This design comes from an exercise in tuning for small area and a short achievable clock period on the open sky130 flow, not from production work.
No run shown here included a check of the RTL's function; only the layout flow was run.
Power and IR drop assume default switching activity.

File: flow/config.mk
export PLATFORM = sky130hd
export DESIGN_NAME = packet_switch
export DESIGN_NICKNAME = packet_switch
export VERILOG_FILES = /design/flow/design.v
export SDC_FILE = /design/flow/constraint.sdc
export NUM_CORES = 4
export LEC_CHECK = 0
export CAP_MARGIN = 20
export CORE_MARGIN = 2
export CORE_UTILIZATION = 40
export SETUP_SLACK_MARGIN = 2.5
export SLEW_MARGIN = 20
File: flow/constraint.sdc
create_clock -name core_clock -period 4.4 [get_ports {clk}]
set_input_delay 0.8800 -clock core_clock [delete_from_list [all_inputs] [get_ports {clk}]]
set_output_delay 0.8800 -clock core_clock [all_outputs]
set_load 0.01 [all_outputs]
File: flow/design.v
package switch_pkg;
    localparam int NUM_PORTS = 4;            
    typedef logic [7:0] byte_t;              
    typedef logic [1:0] port_idx_t;          
    typedef struct packed {
        logic      cyc;                      
        logic      stb;                      
        logic      we;                       
        port_idx_t adr;                      
        byte_t     dat;                      
    } wb_req_t;
    typedef struct packed {
        logic  ack;                          
        byte_t dat;                          
    } wb_rsp_t;
    typedef struct packed {
        logic  eop;
        byte_t data;
    } fifo_entry_t;
    typedef struct packed {
        logic  valid;                        
        logic  last;                         
        byte_t data;
    } port_out_t;
    typedef enum logic {RT_IDLE, RT_PAYLOAD} router_state_e;
    typedef enum logic [1:0] {EG_IDLE, EG_SEND, EG_GAP} egress_state_e;
endpackage
module packet_switch
#(
    parameter int FIFO_DEPTH = 32,
    parameter int MAX_PKT    = 16,
    parameter int GAP_CYCLES = 4
) (
    input  logic                  clk,
    input  logic                  reset_b,
    input  logic                  i_wb_cyc,
    input  logic                  i_wb_stb,
    input  logic                  i_wb_we,
    input  logic [1:0]            i_wb_adr,
    input  logic [7:0]            i_wb_dat,
    output logic                  o_wb_ack,
    output logic [7:0]            o_wb_dat,
    input  logic                  i_valid,
    input  logic [7:0]            i_data,
    output logic                  o_stall,
    output logic [switch_pkg::NUM_PORTS-1:0]  o_port_valid,
    output logic [switch_pkg::NUM_PORTS-1:0]  o_port_last,
    output logic [switch_pkg::NUM_PORTS*8-1:0] o_port_data,
    input  logic [switch_pkg::NUM_PORTS-1:0]  i_read
);
    localparam int NP = switch_pkg::NUM_PORTS;
    localparam int RD = 15;                  
    localparam int GW = $clog2(GAP_CYCLES + 1);
    function automatic logic [3:0] inc15(input logic [3:0] x);
        if (x == 4'(RD - 1)) inc15 = 4'd0;
        else                 inc15 = x + 4'd1;
    endfunction
    logic       req;
    logic       ack_q;
    logic [7:0] addr_q [NP];
    logic [7:0] rdat_q;                      
    assign req = i_wb_cyc && i_wb_stb;
    always_ff @(posedge clk or negedge reset_b) begin
        if (!reset_b) ack_q <= 1'b0;
        else          ack_q <= req && !ack_q;
    end
    always_ff @(posedge clk or negedge reset_b) begin
        if (!reset_b) begin
            for (int k = 0; k < NP; k++) addr_q[k] <= 8'(k);
        end else if (ack_q && req && i_wb_we) begin
            addr_q[i_wb_adr] <= i_wb_dat;
        end
    end
    always_ff @(posedge clk) rdat_q <= addr_q[i_wb_adr];
    assign o_wb_ack = ack_q;
    assign o_wb_dat = rdat_q;
    logic       rt_pay_q;                    
    logic       hit_q;
    logic [1:0] target_q;
    logic       pend_q;                      
    logic [7:0] data_q;
    logic       match_hit;
    logic [1:0] match_idx;
    always_comb begin
        match_hit = 1'b0;
        match_idx = '0;
        for (int k = NP - 1; k >= 0; k--) begin
            if (i_data == addr_q[k]) begin
                match_hit = 1'b1;
                match_idx = 2'(k);
            end
        end
    end
    always_ff @(posedge clk or negedge reset_b) begin
        if (!reset_b) begin
            rt_pay_q <= 1'b0;
            hit_q    <= 1'b0;
            target_q <= '0;
            pend_q   <= 1'b0;
        end else begin
            pend_q <= rt_pay_q && i_valid && hit_q;
            if (!rt_pay_q) begin
                if (i_valid) begin
                    rt_pay_q <= 1'b1;
                    hit_q    <= match_hit;
                    target_q <= match_idx;
                end
            end else if (!i_valid) begin
                rt_pay_q <= 1'b0;
            end
        end
    end
    always_ff @(posedge clk) data_q <= i_data;
    logic [8:0] in_word;                     
    assign in_word = {!i_valid, data_q};
    logic [8:0] ovf_mem [RD];
    logic [3:0] ovf_wp_q, ovf_rp_q;
    logic [3:0] ovf_cnt_q;                   
    logic [8:0] ovf_head_q;
    logic       ovf_hv_q;                    
    logic       ovf_empty;
    logic [3:0] ovf_wp_i, ovf_rp_i;
    logic [NP-1:0] rfull, valid;
    logic          t_full, t_valid, t_pop;
    assign t_full  = rfull[target_q];
    assign t_valid = valid[target_q];
    assign t_pop   = t_valid && i_read[target_q];
    assign ovf_empty = (ovf_cnt_q == 4'd0);
    assign ovf_wp_i  = inc15(ovf_wp_q);
    assign ovf_rp_i  = inc15(ovf_rp_q);
    logic ovf_we1, ovf_we0, ovf_re1, ovf_hv1, ovf_hv0, ovf_hload0;
    assign ovf_we1    = ovf_hv_q && pend_q && !ovf_empty;
    assign ovf_we0    = ovf_hv_q && pend_q;
    assign ovf_re1    = ovf_hv_q && !ovf_empty;
    assign ovf_hv1    = ovf_hv_q && (!ovf_empty || pend_q);
    assign ovf_hv0    = ovf_hv_q || (pend_q && t_full);
    assign ovf_hload0 = !ovf_hv_q;
    logic [RD-1:0] ovf_wsel, ovf_wen;
    for (genvar i = 0; i < RD; i++) begin : g_ovf_we
        assign ovf_wsel[i] = (ovf_wp_q == 4'(i));
        assign ovf_wen[i]  = t_pop ? (ovf_we1 && ovf_wsel[i]) : (ovf_we0 && ovf_wsel[i]);
    end
    always_ff @(posedge clk) begin
        for (int i = 0; i < RD; i++) begin
            if (ovf_wen[i]) ovf_mem[i] <= in_word;
        end
    end
    always_ff @(posedge clk) begin
        if (t_pop || ovf_hload0) ovf_head_q <= ovf_empty ? in_word : ovf_mem[ovf_rp_q];
    end
    logic [3:0] ovf_wp1, ovf_wp0, ovf_rp1, ovf_cnt1, ovf_cnt0;
    assign ovf_wp1  = ovf_we1 ? ovf_wp_i : ovf_wp_q;
    assign ovf_wp0  = ovf_we0 ? ovf_wp_i : ovf_wp_q;
    assign ovf_rp1  = ovf_re1 ? ovf_rp_i : ovf_rp_q;
    assign ovf_cnt1 = ovf_cnt_q + 4'(ovf_we1) - 4'(ovf_re1);
    assign ovf_cnt0 = ovf_cnt_q + 4'(ovf_we0);
    always_ff @(posedge clk or negedge reset_b) begin
        if (!reset_b) begin
            ovf_wp_q  <= '0;
            ovf_rp_q  <= '0;
            ovf_cnt_q <= '0;
            ovf_hv_q  <= 1'b0;
        end else begin
            ovf_wp_q  <= t_pop ? ovf_wp1  : ovf_wp0;
            ovf_rp_q  <= t_pop ? ovf_rp1  : ovf_rp_q;
            ovf_cnt_q <= t_pop ? ovf_cnt1 : ovf_cnt0;
            ovf_hv_q  <= t_pop ? ovf_hv1  : ovf_hv0;
        end
    end
    assign o_stall = ovf_hv_q;
    for (genvar p = 0; p < NP; p++) begin : g_lane
        logic [8:0]    mem [RD];
        logic [3:0]    wp_q, rp_q;
        logic [3:0]    cnt_q;                
        logic [8:0]    head_q;               
        logic          hv_q;                 
        logic          valid_q;              
        logic [GW-1:0] gap_q;                
        logic          rempty, mine, mig, wr_in, pop;
        logic [3:0]    wp_i, rp_i;
        logic [8:0]    ring_word, head_nx;
        assign rempty   = (cnt_q == 4'd0);
        assign rfull[p] = (cnt_q == 4'(RD));
        assign valid[p] = valid_q;
        assign pop      = valid_q && i_read[p];
        assign mine  = (target_q == 2'(p));
        assign mig   = mine && ovf_hv_q;     
        assign wr_in = mine && pend_q;
        assign wp_i  = inc15(wp_q);
        assign rp_i  = inc15(rp_q);
        logic rwe1, rwe0, hv1, hv0, val1, val0;
        logic [GW-1:0] gap1, gap0;
        assign rwe1 = mig || (wr_in && !rempty);
        assign rwe0 = !mig && wr_in && hv_q && !rfull[p];
        assign hv1  = !rempty || wr_in;
        assign hv0  = hv_q || wr_in;
        assign gap1 = head_q[8] ? GW'(GAP_CYCLES) : '0;    
        assign gap0 = (gap_q != '0) ? gap_q - 1'b1 : gap_q;
        assign val1 = hv1 && !head_q[8];
        assign val0 = hv0 && (gap0 == '0);
        logic [RD-1:0] wsel, wen;
        for (genvar i = 0; i < RD; i++) begin : g_we
            assign wsel[i] = (wp_q == 4'(i));
            assign wen[i]  = pop ? (rwe1 && wsel[i]) : (rwe0 && wsel[i]);
        end
        assign ring_word = mig ? ovf_head_q : in_word;
        always_ff @(posedge clk) begin
            for (int i = 0; i < RD; i++) begin
                if (wen[i]) mem[i] <= ring_word;
            end
        end
        logic hload;
        assign hload   = pop || !hv_q;
        assign head_nx = rempty ? in_word : mem[rp_q];
        always_ff @(posedge clk) begin
            head_q <= ({9{hload}} & head_nx) | ({9{!hload}} & head_q);
        end
        logic [3:0] wp1, wp0, rp1, cnt1, cnt0;
        assign wp1  = rwe1 ? wp_i : wp_q;
        assign wp0  = rwe0 ? wp_i : wp_q;
        assign rp1  = rempty ? rp_q : rp_i;
        assign cnt1 = cnt_q + 4'(rwe1) - 4'(!rempty);
        assign cnt0 = cnt_q + 4'(rwe0);
        always_ff @(posedge clk or negedge reset_b) begin
            if (!reset_b) begin
                wp_q    <= '0;
                rp_q    <= '0;
                cnt_q   <= '0;
                hv_q    <= 1'b0;
                valid_q <= 1'b0;
                gap_q   <= '0;
            end else begin
                wp_q    <= pop ? wp1  : wp0;
                rp_q    <= pop ? rp1  : rp_q;
                cnt_q   <= pop ? cnt1 : cnt0;
                hv_q    <= pop ? hv1  : hv0;
                valid_q <= pop ? val1 : val0;
                gap_q   <= pop ? gap1 : gap0;
            end
        end
        assign o_port_valid[p]       = valid_q;
        assign o_port_last[p]        = head_q[8];
        assign o_port_data[8*p +: 8] = head_q[7:0];
    end
endmodule
File: flow/run.sh
#!/bin/bash
# synth_recipe.tcl (not shown) runs the flow's synth.tcl, then flattens the netlist and writes it again
# the make line also repeats each setting of config.mk as NAME=value (left out here)
make -C /OpenROAD-flow-scripts/flow DESIGN_CONFIG=/design/flow/config.mk WORK_HOME=/design/flow/orfs CLKGATE_MAP_FILE= SYNTH_SCRIPT=/design/flow/synth_recipe.tcl finish
==> results of run 1 <==
worst paths after layout:
kind | endpoint | slack [ns] | depth (start not counted)
max | g_lane[0].mem[14][4] | 1.96 | 7
min | ack_q | 0.30 | 1
max reg2reg | g_lane[0].mem[14][4] | 1.96 | 7
min reg2reg | pend_q | 0.51 | 1
max in group asynchronous | ovf_wp_q[3] | 3.13 | 2
min in group core_clock | data_q[6] | 0.50 | 1
flip-flops by register name, indices dropped and copies added, names as in the netlist, named ones only:
| register | cells |
|---|---|
| data_q | 8 |
| ovf_cnt_q | 4 |
| hit_q | 1 |
| g_lane.wp_q | 16 |
| ovf_rp_q | 4 |
| g_lane.hv_q | 4 |
| g_lane.rp_q | 16 |
| ovf_hv_q | 1 |
| g_lane.gap_q | 12 |
| ovf_wp_q | 4 |
| ovf_mem | 135 |
| g_lane.cnt_q | 16 |
| rdat_q | 8 |
| pend_q | 1 |
| g_lane.valid_q | 4 |
| ack_q | 1 |
| g_lane.mem | 540 |
| addr_q | 32 |
| target_q | 2 |
| ovf_head_q | 9 |
| rt_pay_q | 1 |
cell type report:
class,count,area (sq um)
Inverter,90,375
Clock inverter,51,465
Sequential cell,855,25000
Antenna cell,2,5.00
Clock buffer,120,2490
Tap cell,1254,1570
Timing Repair Buffer,658,7560
Fill cell,6903,39800
Multi-Input combinational cell,1668,15700
power breakdown:
part / internal, mW / switching [mW]
sequential: 9.65 / 1.06
clock: 4.30 / 3.29
combinational: 5.49 / 6.28
total: 19.4 / 10.6
kinds of logic (layout without fill, tap and decap cells):
group | Yosys count | in the layout | share of synthesized area (%)
AOI/OAI and AO/OA | 679 | 681 | 12.4
other | 0 | 2 | 0
muxes | 148 | 165 | 4.64
buffers and inverters | 269 | 919 | 2.96
xor gates and xnor gates | 56 | 56 | 1.31
and+or+nand+nor | 684 | 705 | 9.75
adders and majority gates | 61 | 61 | 2.15
DFF | 855 | 855 | 66.8
stage by stage:
stage | power [mW] | setup slack [ns] | hold slack, ns
6_report | 30.1 | 1.96 | 0.302
5_1_grt | 31.1 | 1.92 | 0.353
4_1_cts | 28.1 | 1.97 | 0.328
3_5_place_dp | 17.6 | 0.592 | 0.474
3_3_place_gp | 17.4 | 0.604 | 0.453
2_1_floorplan | 14.9 | 1.72 | 0.471
synth_stat cells (12+ instances only):
library cell | instances | area share, %
dfxtp_1 | 16 | 0.86
o211ai_1 | 21 | 0.42
nand2_1 | 208 | 2.1
nand3b_1 | 23 | 0.46
dfrtp_1 | 115 | 7.7
a22oi_1 | 63 | 1.3
mux2i_1 | 58 | 1.6
nor2_1 | 93 | 0.94
xnor2_1 | 34 | 0.80
a32o_1 | 12 | 0.32
and2_1 | 18 | 0.30
mux4_2 | 12 | 0.72
nor3b_1 | 25 | 0.50
a22o_1 | 32 | 0.75
a31oi_1 | 29 | 0.49
or3_1 | 17 | 0.29
mux2_2 | 78 | 2.4
a32oi_1 | 15 | 0.35
a21oi_1 | 93 | 1.2
edfxtp_1 | 720 | 58
xor2_1 | 22 | 0.52
clkbuf_1 | 114 | 1.1
a221oi_1 | 34 | 0.80
and3_1 | 25 | 0.42
o22ai_1 | 30 | 0.50
nand2b_1 | 39 | 0.65
a211oi_1 | 29 | 0.58
ha_1 | 56 | 1.9
o21ai_0 | 190 | 2.5
buf_1 | 14 | 0.14
nor3_1 | 51 | 0.68
nor2b_1 | 71 | 1.2
buf_2 | 41 | 0.55
inv_1 | 85 | 0.86
nand3_1 | 40 | 0.54
nor4_1 | 26 | 0.44
repair_timing:
action                     4_1_cts  5_1_grt
resized for setup              953      316
pin swaps                      256      219
setup buffers                  360      119
gates cloned                    48       40
setup endpoints to repair     1427     1179
metal layers:
layer / up-vias / wire (um) / GRT usage (%)
met5: - / 32 / 0
met4: 4 / 6510 / 9.93
met3: 439 / 12800 / 4.73
met2: 1774 / 59500 / 39.7
met1: 14099 / 49200 / 32.8
li1: 11922 / - / -
==> summary.md, run 1 <==
| Metric | Value |
|---|---|
| Status | complete, no violations |
| Crit-path max FO | 6 |
| Sequential fraction of the synthesis area | 66.8% |
| Fin area | around 0.053 sq mm |
| #FFs+latches synth | 855 |
| Placed cells | 3958 |
| TritonCTS sink count | ~860 |
| Root Buffer | clkbuf_16 |
| Post-synthesis cell count | 2752 |
| H-Tree Depth | 3 |
| Worst Path Required | 4.78 ns |
| Async set-reset flop share out of synthesis | roughly 14% |
| DRT Wirelength | between 100000 and 150000 um |
| Gr ovfl total | 0 |
| Final count of pins violating max slew | 0 |
| Gr usage total | 24.6% |
| Worst-path clk slew | 0.06 ns |
| Critical path buffers and inverters | 3 |
| Critical Path, Cell by Cell | or3b_4 > nor4b_4 > buf_6 > o211ai_4 > buf_6 > nor3_4 > clkbuf_16 |
| Largest net degree at the start of global routing | 86 |
| CTS tree | built |
| Crit path max-delay family | simple AND/OR/NAND/NOR gates |
| Starting Density | 40.1% |
| Commonest non-fill, non-tap cells in the layout | edfxtp_1 (720), buf_4 (284), nand2_1 (178), buf_6 (176), clkbuf_16 (111) |
| Syn nets | around 2800 |
| Hold crit path type | input pin to asynchronous set/reset pin |
| Worst setup EP type | flip-flop |
| Pleak | between 15 and 20 nW |
| EDFF count, synth | slightly above 700 |
| Final setup viols | 0 |
| Synth warnings | 7 |
| Period utilization | a little under three fifths |
| Post-Syn Area | between 0.03 and 0.04 sq mm |
| Cell mode on critical path | buf_6 |
| Commonest non-fill, non-tap cell in the layout | edfxtp_1 |
| RSZ-0062 raised after global routing | true |
| Vias in the first global route | ~27000 |
| Residual DRC | 0 |
| Dpl cell area | a little over 0.04 sq mm |
| Via Count | 28238 |
| Worst setup SP type | flip-flop |
| DIE AREA | around 0.096 sq mm |
| CTS Buf Count | a little over 90 |
| # port buffers | a little under 80 |
| Slowest CP cell | dfrtp_2 |
| Clock latency (worst-skew pair) | slightly below 0.7 ns |
| Antenna Nets Post-Route | 0 |
| CP Class | flip-flop to flip-flop |
| Chip Height | 309 um |
| CTS Hold Bufs | 0 |
| Ys flop type | edfxtp_1 |
| DRT iter0 DRCs | 3556 |
| DR pass1 iterations | 6 |
| Final Util | ~57% |
| Layout area overhead | 42.5% |
| Relative slew slack | between 10 and 15% |
| Worst-Margin Slew | between 1 and 1.5 ns |
| Skew final | ~0.033 ns |
| CP arrival | between 2 and 3 ns |
| Nets@finish | 3453 |
| Placer Congestion | 0.946 |
| Mean Syn Cell Area | about 14 sq um |
| Max-cap violations | 0 |
| CP peak stage delay | 0.46 ns |
| First-pass GRT wire length | approximately 180000 um |
| Clk buf depth | 3 |
| Die extent in x | a little over 300 um |
| Hold Vio Cnt, Final | 0 |
| Final Critical Period | about 2.4 ns |
| Netlist cell types | 95 |
| Routed vias/inst | between 6 and 7 |
| P per Cell Area | around 570 mW/mm^2 |
| Setup TNS | 0 ns |
| Layout cells sized above 1 | 43.3% |
| Worst reg2reg path startpoint | ovf_hv_q |
| Crit. Startpoint | ovf_hv_q |
| WL per Instance | ~27 um |
| Detailed Place HPWL | slightly below 70000 um |
| Total core area | between 0.09 and 0.1 sq mm |
| Non-Filler Instances | about 4700 |
| FP Rows | roughly 110 |
| FMAX | 410 MHz |
| Initial antenna violation count | 6 |
| Worst VDD drop | around 0.00039 V |
| Ports | 78 |
==> run 2: changes to the inputs <==
--- a/flow/config.mk
+++ b/flow/config.mk
@@ -8,5 +8,5 @@
 export CAP_MARGIN = 20
 export CORE_MARGIN = 2
 export CORE_UTILIZATION = 40
-export SETUP_SLACK_MARGIN = 2.5
+export SETUP_SLACK_MARGIN = 2.2
 export SLEW_MARGIN = 20
==> summary.md, run 2 <==
| Metric | Value |
|---|---|
| Syn nets | ~2800 |
| DIE AREA | between 0.09 and 0.1 sq mm |
| Setup TNS | 0 ns |
| FMAX | ~400 MHz |
| Nets@finish | 3154 |
| Mean Syn Cell Area | ~14 sq um |
| Initial antenna violation count | 3 |
| Hold crit path type | input pin to asynchronous set/reset pin |
| Netlist cell types | 95 |
| FILL cells | roughly 7700 |
| FP Rows | around 110 |
| CTS tree | built |
| Antenna Nets Post-Route | 0 |
| WL per Instance | between 20 and 30 um |
| TritonCTS sink count | between 800 and 900 |
| Final setup viols | 0 |
| # port buffers | 77 |
| Hold Vio Cnt, Final | 0 |
| Count leader, synth | edfxtp_1 |
| Clock latency (worst-skew pair) | between 0.6 and 0.7 ns |
| Detailed Place HPWL | between 60000 and 70000 um |
| Register area | between 0.02 and 0.025 sq mm |
| #FFs+latches synth | 855 |
| EDFF count, synth | 720 |
| Final Critical Period | between 2 and 2.5 ns |
| CP Class | flip-flop to flip-flop |
| Critical Path, Cell by Cell | or3b_4 > nor4b_4 > buf_6 > buf_12 > o21ai_4 > nor2b_4 > and3_4 |
| Pleak | 16.2 nW |
| Ports | slightly below 80 |
| Dominant cell type by area after synthesis | edfxtp_1 |
| Total core area | about 0.093 sq mm |
| DRT iter0 DRCs | roughly 2800 |
| P per Cell Area | ~560 mW/mm^2 |
| Worst setup SP type | flip-flop |
| CP peak stage delay | about 0.55 ns |
| Worst-path clk slew | 0.06 ns |
| Synth top cells by count | edfxtp_1 (720), nand2_1 (208), o21ai_0 (190), dfrtp_1 (115), clkbuf_1 (114) |
| Max FFs per register | 540 |
| Worst Path Required | roughly 4.7 ns |
| Die extent in x | 309 um |
| Worst VDD drop | 0.000375 V |
| Skew final | around 0.022 ns |
| Routed vias/inst | between 5 and 6 |
| Fin area | about 0.048 sq mm |
| Async set-reset flop share out of synthesis | 13.9% |
| Dpl cell area | 0.0403 sq mm |
| Biggest regs | g_lane.mem (540), ovf_mem (135), addr_q (32) |
| Relative slew slack | 35.5% |
| Gr usage total | 23.2% |
| Layout cells sized above 1 | 29.2% |
| H-Tree Depth | 3 |
| Root Buffer | clkbuf_16 |
| Sequential fraction of the synthesis area | between 60% and 70% |
| Max-cap violations | 0 |
| Period utilization | roughly 57% |
| Vias in the first global route | roughly 26000 |
| First-pass GRT wire length | ~170000 um |
| Commonest non-fill, non-tap cells in the layout | edfxtp_1 (720), nand2_1 (194), buf_4 (169), o21ai_0 (159), clkbuf_16 (98) |
| Crit-path max FO | 8 |
| Yosys top cell area share | between 50% and 60% |
| Worst-Margin Slew | between 0.9 and 1 ns |
| Largest cells by area after synthesis | edfxtp_1 (58%), dfrtp_1 (7.7%), o21ai_0 (2.5%), mux2_2 (2.4%), nand2_1 (2.1%) |
| DR pass1 iterations | 6 |
| CP arrival | between 2 and 3 ns |
| Largest net degree at the start of global routing | 43 |
| Worst setup EP type | flip-flop |
| Layout area overhead | 27.4% |
| Commonest non-fill, non-tap cell in the layout | edfxtp_1 |
| Synth warnings | 7 |
| Placer Congestion | 0.921 |
| Chip Height | a little over 300 um |
| Post-Syn Area | between 0.03 and 0.04 sq mm |
| RSZ-0062 raised after global routing | true |
| Via Count | approximately 26000 |
| Residual DRC | 0 |
| Biggest register | g_lane.mem |
| Ys flop type | edfxtp_1 |
| Post-synthesis cell count | between 2000 and 3000 |
| Status | complete, no violations |
| Gr ovfl total | 0 |
| Area taken by multi-input logic gates | roughly 0.013 sq mm |
| Starting Density | roughly two fifths |
| CTS Buf Count | 90 |
| Slowest CP cell | dfrtp_4 |
| DRT Wirelength | 113000 um |
| Final count of pins violating max slew | 0 |
| Clk buf depth | 3 |
-- run 2: power breakdown --
| part | leakage, nW | internal [mW] | switching (mW) |
|---|---|---|---|
| Combinational | 6.66 | 3.29 | 4.91 |
| Clock | 1.44 | 4.57 | 3.20 |
| Sequential | 8.15 | 9.65 | 0.936 |
| Total | 16.2 | 17.5 | 9.05 |
-- run 2: logic make-up (layout without fill, tap and decap cells) --
group / after synthesis / in the layout / synth area share, %
DFF: 855 / 855 / 66.8
and+or+nand+nor: 684 / 696 / 9.75
AOI/OAI and AO/OA: 679 / 681 / 12.4
buffers and inverters: 269 / 643 / 2.96
muxes: 148 / 148 / 4.64
adders and majority gates: 61 / 61 / 2.15
xor gates and xnor gates: 56 / 56 / 1.31
other: 0 / 1 / 0
-- run 2: through the flow --
step           setup WS [ns]  hold WS (ns)  instances  util [%]  power, mW
4_1_cts                 1.93         0.164       4326      49.9       26.1
3_3_place_gp           0.741         0.450       3955      43.4       17.3
5_1_grt                 1.87         0.183       4395      51.1       27.7
6_report                1.90         0.160       4395      51.1       26.6
3_5_place_dp           0.671         0.450       3955      43.4       17.5
2_1_floorplan           1.72         0.474       2752         -       14.8
-- run 2: worst max-delay path, delay by kind of cell (launching register included) --
kind,cells,cell delay [ns]
flip-flops,1,0.55
AND/OR/NAND/NOR,4,1.22
buffers and inverters,2,0.29
AO/OA/AOI/OAI,1,0.11
-- run 2: final timing paths --
check,startpoint,endpoint,slack [ns],cells past startpoint
hold reg to reg,ack_q,ack_q,0.45,1
hold / removal,reset_b,g_lane[3].wp_q[2],0.16,1
min in group core_clock,ack_q,ack_q,0.45,1
setup / recovery,target_q[1],g_lane[0].mem[7][2],1.90,7
max in group asynchronous,reset_b,g_lane[0].rp_q[1],3.14,2
setup reg to reg,target_q[1],g_lane[0].mem[7][2],1.90,7
-- run 2: layout make-up --
type / instances / area share [%]
antenna: 1 / 0.00527
clock inverter: 61 / 1.35
clock buffer: 106 / 5.00
sequential: 855 / 52.6
inverter: 90 / 0.753
tap: 1254 / 3.30
timing repair buffer: 386 / 8.73
multi-input combinational: 1642 / 28.3
-- run 2: timing repair --
action | CTS | global route
pin swaps | 74 | 76
setup endpoints to repair | 1208 | 746
hold endpoints to repair | 0 | 0
gates resized for setup | 406 | 135
setup buffers | 187 | 55
cloned | 17 | 13
hold buffers | 0 | 0
-- run 2: routing by layer --
layer	global-route usage [%]	wire length (um)	up-vias	share of wire, %
li1	-	-	11246	-
met1	30.2	45800	13077	41
met2	38.6	54800	1105	49
met3	4.00	7810	271	6.9
met4	9.05	4230	2	3.8
met5	0	10	-	0.0089

==> what the ideal ports hide <==
The results above use ideal ports. As a check the final layouts listed here were re-extracted and re-timed, cells and wires unchanged.
Step 1, drivers: a clkbuf_16 drives clk and a buf_2 each remaining input, both assumed.
Step 2 adds t to the input delays and takes it off the output delays; t is the mean of the earliest and latest rising clock arrival at the registers after step 1. Input paths then give back, and output paths get back, about the clock's delay inside the block.
Slacks: ideal / step 1 / step 2; pairs: ideal / step 1.
run | shift t [ns] | setup WS [ns] | hold slack, ns
run 1 | 0.738 | 1.961 / 1.927 / 1.332 | 0.302 / 0.267 / 0.510
run 2 | 0.710 | 1.903 / 1.903 / 1.308 | 0.160 / 0.152 / 0.449
After both steps every run listed still meets setup and hold. For run 1, which loses most, drivers alone change the setup slack by -0.034 ns; drivers and shift together by -0.629 ns.
